What follows belongs to an exercise in optimizing a design on an open flow for small area; a production flow would make more cautious choices.
Only simulation tests tie the RTL to the original design; equivalence was not proved.
Power figures rest on the tool's default switching activity, not on a simulated workload.

==> flow/design.v <==
module i281_trace_buffer #(
   parameter int DEPTH     = 64,
   parameter int NUM_REGS  = 4,
   parameter int REG_W     = 8,
   parameter int INSTR_W   = 5,
   parameter int STATE_W   = 5,
   parameter int FLAG_W    = 4,
   parameter int CYC_W     = 16,
   parameter int POST_TRIG = 8
) (
   input  logic                      clock,
   input  logic                      reset_n,
   input  logic                      capture_en,
   input  logic [INSTR_W-1:0]        instr,
   input  logic [STATE_W-1:0]        state,
   input  logic [NUM_REGS*REG_W-1:0] regs,
   input  logic [FLAG_W-1:0]         flags,
   input  logic                      arm,
   input  logic                      trig_en,
   input  logic [INSTR_W-1:0]        trig_instr,
   input  logic [STATE_W-1:0]        trig_state,
   output logic                      busy,
   output logic                      done,
   output logic                      wrapped,
   input  logic                      rd_start,
   input  logic                      rd_ready,
   output logic                      rd_valid,
   output logic [CYC_W+INSTR_W+STATE_W+NUM_REGS*REG_W+FLAG_W-1:0] rd_data,
   output logic                      rd_last
);
   localparam int AW       = $clog2(DEPTH);
   localparam int FW       = AW + 1;
   localparam int PW       = (POST_TRIG > 1) ? $clog2(POST_TRIG) : 1;
   localparam int SNAP_W   = INSTR_W + STATE_W + NUM_REGS*REG_W + FLAG_W;
   localparam int ENTRY_W  = CYC_W + SNAP_W;
   localparam int INS_STEP = 4;                       
   localparam int SW       = $clog2(INS_STEP);
   localparam int NINS     = DEPTH / INS_STEP;        
   localparam int RD_POS   = 1;                       
   typedef enum logic [2:0] {
      ST_IDLE,
      ST_ARMED,
      ST_POST,
      ST_DONE,
      ST_RSETUP,
      ST_READOUT
   } state_e;
   state_e             state_q, state_d;
   logic [FW-1:0]      fill_q, fill_d;        
   logic [PW-1:0]      post_cnt_q, post_cnt_d;
   logic               wrapped_q, wrapped_d;
   logic [CYC_W-1:0]   cyc_q, cyc_d;
   logic [AW-1:0]      off_q, off_d;          
   logic [INS_STEP-1:1] pend_q, pend_d;       
   logic               rd_valid_q, rd_valid_d;
   logic               rd_last_q, rd_last_d;
   logic [ENTRY_W-1:0] rd_data_q;
   logic [ENTRY_W-1:0] ring_q [DEPTH];
   logic [SNAP_W-1:0]  dly_q  [2:INS_STEP-1];    
   logic [SNAP_W-1:0]  dly1;                     
   logic               capturing, reading, full, wr_en, trig_hit;
   logic [SNAP_W-1:0]  snap, ins_snap;
   logic [ENTRY_W-1:0] ins_data;
   logic [SW-1:0]      src;
   logic               have, due, fetch;
   assign capturing = (state_q == ST_ARMED) || (state_q == ST_POST);
   assign reading   = (state_q == ST_READOUT);
   assign full      = fill_q[FW-1];
   assign wr_en     = capturing && capture_en && !arm;
   assign trig_hit  = (state_q == ST_ARMED) && capture_en && trig_en &&
                      (instr == trig_instr) && (state == trig_state);
   assign snap      = {instr, state, regs, flags};
   always_comb begin
      src  = '0;
      have = wr_en;
      for (int k = 1; k < INS_STEP; k++) begin
         if (pend_q[k]) begin
            src  = SW'(k);
            have = 1'b1;
         end
      end
   end
   assign due      = have && (off_q[SW-1:0] == '0);
   assign dly1     = rd_data_q[SNAP_W-1:0];
   assign ins_snap = (src == '0) ? snap : (src == SW'(1)) ? dly1 : dly_q[src];
   assign ins_data = {cyc_q - CYC_W'(src), ins_snap};
   assign fetch = reading && (off_q == AW'(RD_POS + 1)) &&
                  (!rd_valid_q || (rd_ready && !rd_last_q));
   always_comb begin
      state_d    = state_q;
      fill_d     = fill_q;
      post_cnt_d = post_cnt_q;
      wrapped_d  = wrapped_q;
      cyc_d      = cyc_q + CYC_W'(1);      
      off_d      = (due || fetch) ? off_q : off_q + AW'(1);
      rd_valid_d = rd_valid_q;
      rd_last_d  = rd_last_q;
      for (int k = 1; k < INS_STEP; k++) begin
         pend_d[k] = ((k == 1) ? wr_en : pend_q[k-1]) && !(due && (src == SW'(k - 1)));
      end
      if (arm) begin
         state_d    = ST_ARMED;
         fill_d     = '0;
         post_cnt_d = '0;
         wrapped_d  = 1'b0;
         cyc_d      = '0;
         pend_d     = '0;
         rd_valid_d = 1'b0;
         rd_last_d  = 1'b0;
      end else begin
         unique case (state_q)
            ST_IDLE: begin
            end
            ST_ARMED, ST_POST: begin
               if (capture_en) begin
                  if (full) wrapped_d = 1'b1;
                  else      fill_d    = fill_q + FW'(1);
               end
               if (trig_hit) begin
                  post_cnt_d = '0;
                  state_d    = ST_POST;
               end else if ((state_q == ST_POST) && capture_en) begin
                  post_cnt_d = post_cnt_q + PW'(1);
                  if (post_cnt_q == PW'(POST_TRIG - 1)) state_d = ST_DONE;
               end
            end
            ST_DONE: begin
               if (rd_start) state_d = ST_RSETUP;
            end
            ST_RSETUP: begin
               if (pend_q == '0) begin
                  state_d = ST_READOUT;
                  off_d   = off_q + AW'(1) + fill_q[AW-1:0];
               end
            end
            ST_READOUT: begin
               if (fetch) begin
                  rd_valid_d = 1'b1;
                  rd_last_d  = (fill_q == FW'(1));
                  fill_d     = fill_q - FW'(1);
               end else if (rd_valid_q && rd_ready) begin
                  rd_valid_d = 1'b0;
                  if (rd_last_q) begin
                     rd_last_d = 1'b0;
                     state_d   = ST_IDLE;
                  end
               end
            end
            default: begin
               state_d = ST_IDLE;
            end
         endcase
      end
   end
   always_ff @(posedge clock or negedge reset_n) begin
      if (!reset_n) begin
         state_q    <= ST_IDLE;
         wrapped_q  <= 1'b0;
         off_q      <= '0;
         pend_q     <= '0;
         rd_valid_q <= 1'b0;
         rd_last_q  <= 1'b0;
      end else begin
         state_q    <= state_d;
         wrapped_q  <= wrapped_d;
         off_q      <= off_d;
         pend_q     <= pend_d;
         rd_valid_q <= rd_valid_d;
         rd_last_q  <= rd_last_d;
      end
   end
   always_ff @(posedge clock) begin
      fill_q     <= fill_d;
      post_cnt_q <= post_cnt_d;
      cyc_q      <= cyc_d;
   end
   localparam int PM_GRP = 4;
   localparam int GW     = $clog2(PM_GRP);
   logic [NINS/PM_GRP-1:0] pm_q, pm_d;
   logic [NINS-1:0]    ins_sel, ins_selb;
   always_comb begin
      for (int g = 0; g < NINS / PM_GRP; g++) begin
         pm_d[g] = (off_d[AW-1:SW+GW] == (AW-SW-GW)'(g)) && (off_d[SW-1:0] == '0);
      end
      for (int j = 0; j < NINS; j++) begin
         ins_sel[j]  = have && pm_q[j / PM_GRP] && (off_q[SW+GW-1:SW] == GW'(j % PM_GRP));
         ins_selb[j] = !have || (off_q != AW'(j * INS_STEP));
      end
   end
   always_ff @(posedge clock) begin
      pm_q <= pm_d;
   end
   always_ff @(posedge clock) begin
      for (int p = 0; p < DEPTH; p++) begin
         if (p % INS_STEP != 0) begin
            ring_q[p] <= ring_q[p-1];
         end else begin
            ring_q[p] <= ~((ring_q[(p + DEPTH - 1) % DEPTH] | {ENTRY_W{ins_sel[p / INS_STEP]}}) &
                           ({ENTRY_W{ins_selb[p / INS_STEP]}} |
                            (((p / INS_STEP) % 2 == 1) ? ins_data : ~ins_data)));
         end
      end
      for (int k = 2; k < INS_STEP; k++) begin
         dly_q[k] <= (k == 2) ? dly1 : dly_q[k-1];
      end
      if (fetch) rd_data_q[ENTRY_W-1:SNAP_W] <= ring_q[RD_POS][ENTRY_W-1:SNAP_W];
      if (!reading)   rd_data_q[SNAP_W-1:0] <= snap;
      else if (fetch) rd_data_q[SNAP_W-1:0] <= ring_q[RD_POS][SNAP_W-1:0];
   end
   assign busy     = capturing;
   assign done     = (state_q == ST_DONE);
   assign wrapped  = wrapped_q;
   assign rd_valid = rd_valid_q;
   assign rd_data  = rd_data_q;
   assign rd_last  = rd_last_q;
endmodule
==> flow/config.mk <==
export PLATFORM = sky130hd
export DESIGN_NAME = i281_trace_buffer
export DESIGN_NICKNAME = i281_trace_buffer
export VERILOG_FILES = /design/flow/design.v
export SDC_FILE = /design/flow/constraint.sdc
export NUM_CORES = 4
export LEC_CHECK = 0
export CAP_MARGIN = 20
export CORE_MARGIN = 2
export CORE_UTILIZATION = 72
export PLACE_DENSITY = 0.8
export SLEW_MARGIN = 20
==> flow/constraint.sdc <==
create_clock -name core_clock -period 6.0 [get_ports {clock}]
set_input_delay 1.2000 -clock core_clock [delete_from_list [all_inputs] [get_ports {clock}]]
set_output_delay 1.2000 -clock core_clock [all_outputs]
set_load 0.01 [all_outputs]
standard.sh (not shown) runs the stock make flow with config.mk's settings and CLKGATE_MAP_FILE= SYNTH_SCRIPT=/design/flow/synth_recipe.tcl, a recipe that flattens the netlist after the stock synthesis.
==> flow/flow/run.sh <==
#!/bin/bash
set -euo pipefail
CTS_ARGS="-sink_clustering_enable -repair_clock_nets -dont_use_dummy_load -sink_clustering_size 18 -sink_clustering_max_diameter 70 -buf_list sky130_fd_sc_hd__clkbuf_8 -sink_clustering_buffer sky130_fd_sc_hd__clkbuf_8 -tree_buf sky130_fd_sc_hd__clkbuf_4 -root_buf sky130_fd_sc_hd__clkbuf_8"
bash standard.sh finish \
  "CTS_ARGS=${CTS_ARGS}" \
  "BUFFER_PORTS_ARGS=-buffer_cell sky130_fd_sc_hd__buf_1" \
  > flow_make.log 2>&1
test -f out/final.def
Edit:
--- a/flow/design.v
+++ b/flow/design.v
@@ -56,11 +56,10 @@
    logic               rd_last_q, rd_last_d;
    logic [ENTRY_W-1:0] rd_data_q;
    logic [ENTRY_W-1:0] ring_q [DEPTH];
-   logic [SNAP_W-1:0]  dly_q  [2:INS_STEP-1];    
-   logic [SNAP_W-1:0]  dly1;                     
+   logic [ENTRY_W-1:0] dly_q  [2:INS_STEP-1];    
+   logic [ENTRY_W-1:0] dly1;                     
    logic               capturing, reading, full, wr_en, trig_hit;
-   logic [SNAP_W-1:0]  snap, ins_snap;
-   logic [ENTRY_W-1:0] ins_data;
+   logic [ENTRY_W-1:0] entry, ins_data;
    logic [SW-1:0]      src;
    logic               have, due, fetch;
    assign capturing = (state_q == ST_ARMED) || (state_q == ST_POST);
@@ -69,7 +68,7 @@
    assign wr_en     = capturing && capture_en && !arm;
    assign trig_hit  = (state_q == ST_ARMED) && capture_en && trig_en &&
                       (instr == trig_instr) && (state == trig_state);
-   assign snap      = {instr, state, regs, flags};
+   assign entry     = {cyc_q, instr, state, regs, flags};
    always_comb begin
       src  = '0;
       have = wr_en;
@@ -81,9 +80,8 @@
       end
    end
    assign due      = have && (off_q[SW-1:0] == '0);
-   assign dly1     = rd_data_q[SNAP_W-1:0];
-   assign ins_snap = (src == '0) ? snap : (src == SW'(1)) ? dly1 : dly_q[src];
-   assign ins_data = {cyc_q - CYC_W'(src), ins_snap};
+   assign dly1     = rd_data_q;
+   assign ins_data = (src == '0) ? entry : (src == SW'(1)) ? dly1 : dly_q[src];
    assign fetch = reading && (off_q == AW'(RD_POS + 1)) &&
                   (!rd_valid_q || (rd_ready && !rd_last_q));
    always_comb begin
@@ -91,7 +89,7 @@
       fill_d     = fill_q;
       post_cnt_d = post_cnt_q;
       wrapped_d  = wrapped_q;
-      cyc_d      = cyc_q + CYC_W'(1);      
+      cyc_d      = cyc_q;
       off_d      = (due || fetch) ? off_q : off_q + AW'(1);
       rd_valid_d = rd_valid_q;
       rd_last_d  = rd_last_q;
@@ -112,6 +110,7 @@
             ST_IDLE: begin
             end
             ST_ARMED, ST_POST: begin
+               cyc_d = cyc_q + CYC_W'(1);
                if (capture_en) begin
                   if (full) wrapped_d = 1'b1;
                   else      fill_d    = fill_q + FW'(1);
@@ -174,16 +173,12 @@
       post_cnt_q <= post_cnt_d;
       cyc_q      <= cyc_d;
    end
-   localparam int PM_GRP = 4;
-   localparam int GW     = $clog2(PM_GRP);
-   logic [NINS/PM_GRP-1:0] pm_q, pm_d;
+   logic [NINS-1:0]    pm_q, pm_d;
    logic [NINS-1:0]    ins_sel, ins_selb;
    always_comb begin
-      for (int g = 0; g < NINS / PM_GRP; g++) begin
-         pm_d[g] = (off_d[AW-1:SW+GW] == (AW-SW-GW)'(g)) && (off_d[SW-1:0] == '0);
-      end
       for (int j = 0; j < NINS; j++) begin
-         ins_sel[j]  = have && pm_q[j / PM_GRP] && (off_q[SW+GW-1:SW] == GW'(j % PM_GRP));
+         pm_d[j]     = (off_d == AW'(j * INS_STEP));
+         ins_sel[j]  = have && pm_q[j];
          ins_selb[j] = !have || (off_q != AW'(j * INS_STEP));
       end
    end
@@ -203,9 +198,8 @@
       for (int k = 2; k < INS_STEP; k++) begin
          dly_q[k] <= (k == 2) ? dly1 : dly_q[k-1];
       end
-      if (fetch) rd_data_q[ENTRY_W-1:SNAP_W] <= ring_q[RD_POS][ENTRY_W-1:SNAP_W];
-      if (!reading)   rd_data_q[SNAP_W-1:0] <= snap;
-      else if (fetch) rd_data_q[SNAP_W-1:0] <= ring_q[RD_POS][SNAP_W-1:0];
+      if (!reading)  rd_data_q <= entry;
+      else if (fetch) rd_data_q <= ring_q[RD_POS];
    end
    assign busy     = capturing;
    assign done     = (state_q == ST_DONE);
Result:
- The new run finished clean
- routed wire length climbs by 3.8%
- register-to-register slack is better by 0.05 ns
- non-clock buffer count went up by 5
- cell count increases by 2.0%
- total power drops by 7.3%
- die area went up by 1.5%
- fmax climbs by 1.2%
- global-route usage came out higher by 0.78 points
- critical path depth is higher by 1
- count of clock-buffer cells in the layout increases by 3
- worst hold slack is about the same
- sequential share of layout area is lower by 0.32 points
- flip-flop and latch count is higher by 44
- worst setup slack is better by 0.050 ns

==> re-timing with driven ports <==
In the flow no input, the clock included, has a driving cell. The finished layouts below were timed again as built, in two steps. Step 1: set_driving_cell puts a clkbuf_16 on clock and a buf_2 on each other input, an assumption about the parent block. Step 2 also shifts input and output timing later by t, the mid clock arrival at the registers, as if the neighbouring blocks saw the same clock. Slacks: ideal / step 1 / step 2; pairs: ideal / step 1.
run	shift t [ns]	setup WS [ns]	hold WS [ns]	slew at the worst register clock pin (ns)
the first run	1.066	1.795 / 1.795 / 1.679	0.273 / 0.273 / 0.273	0.11 / 0.11
the second run	1.061	1.845 / 1.845 / 1.362	0.271 / 0.211 / 0.274	0.12 / 0.12
After both steps every run listed still meets setup and hold. The setup slack of the second run, which loses most, moves by 0.000 ns with the drivers and by -0.483 ns with both steps.
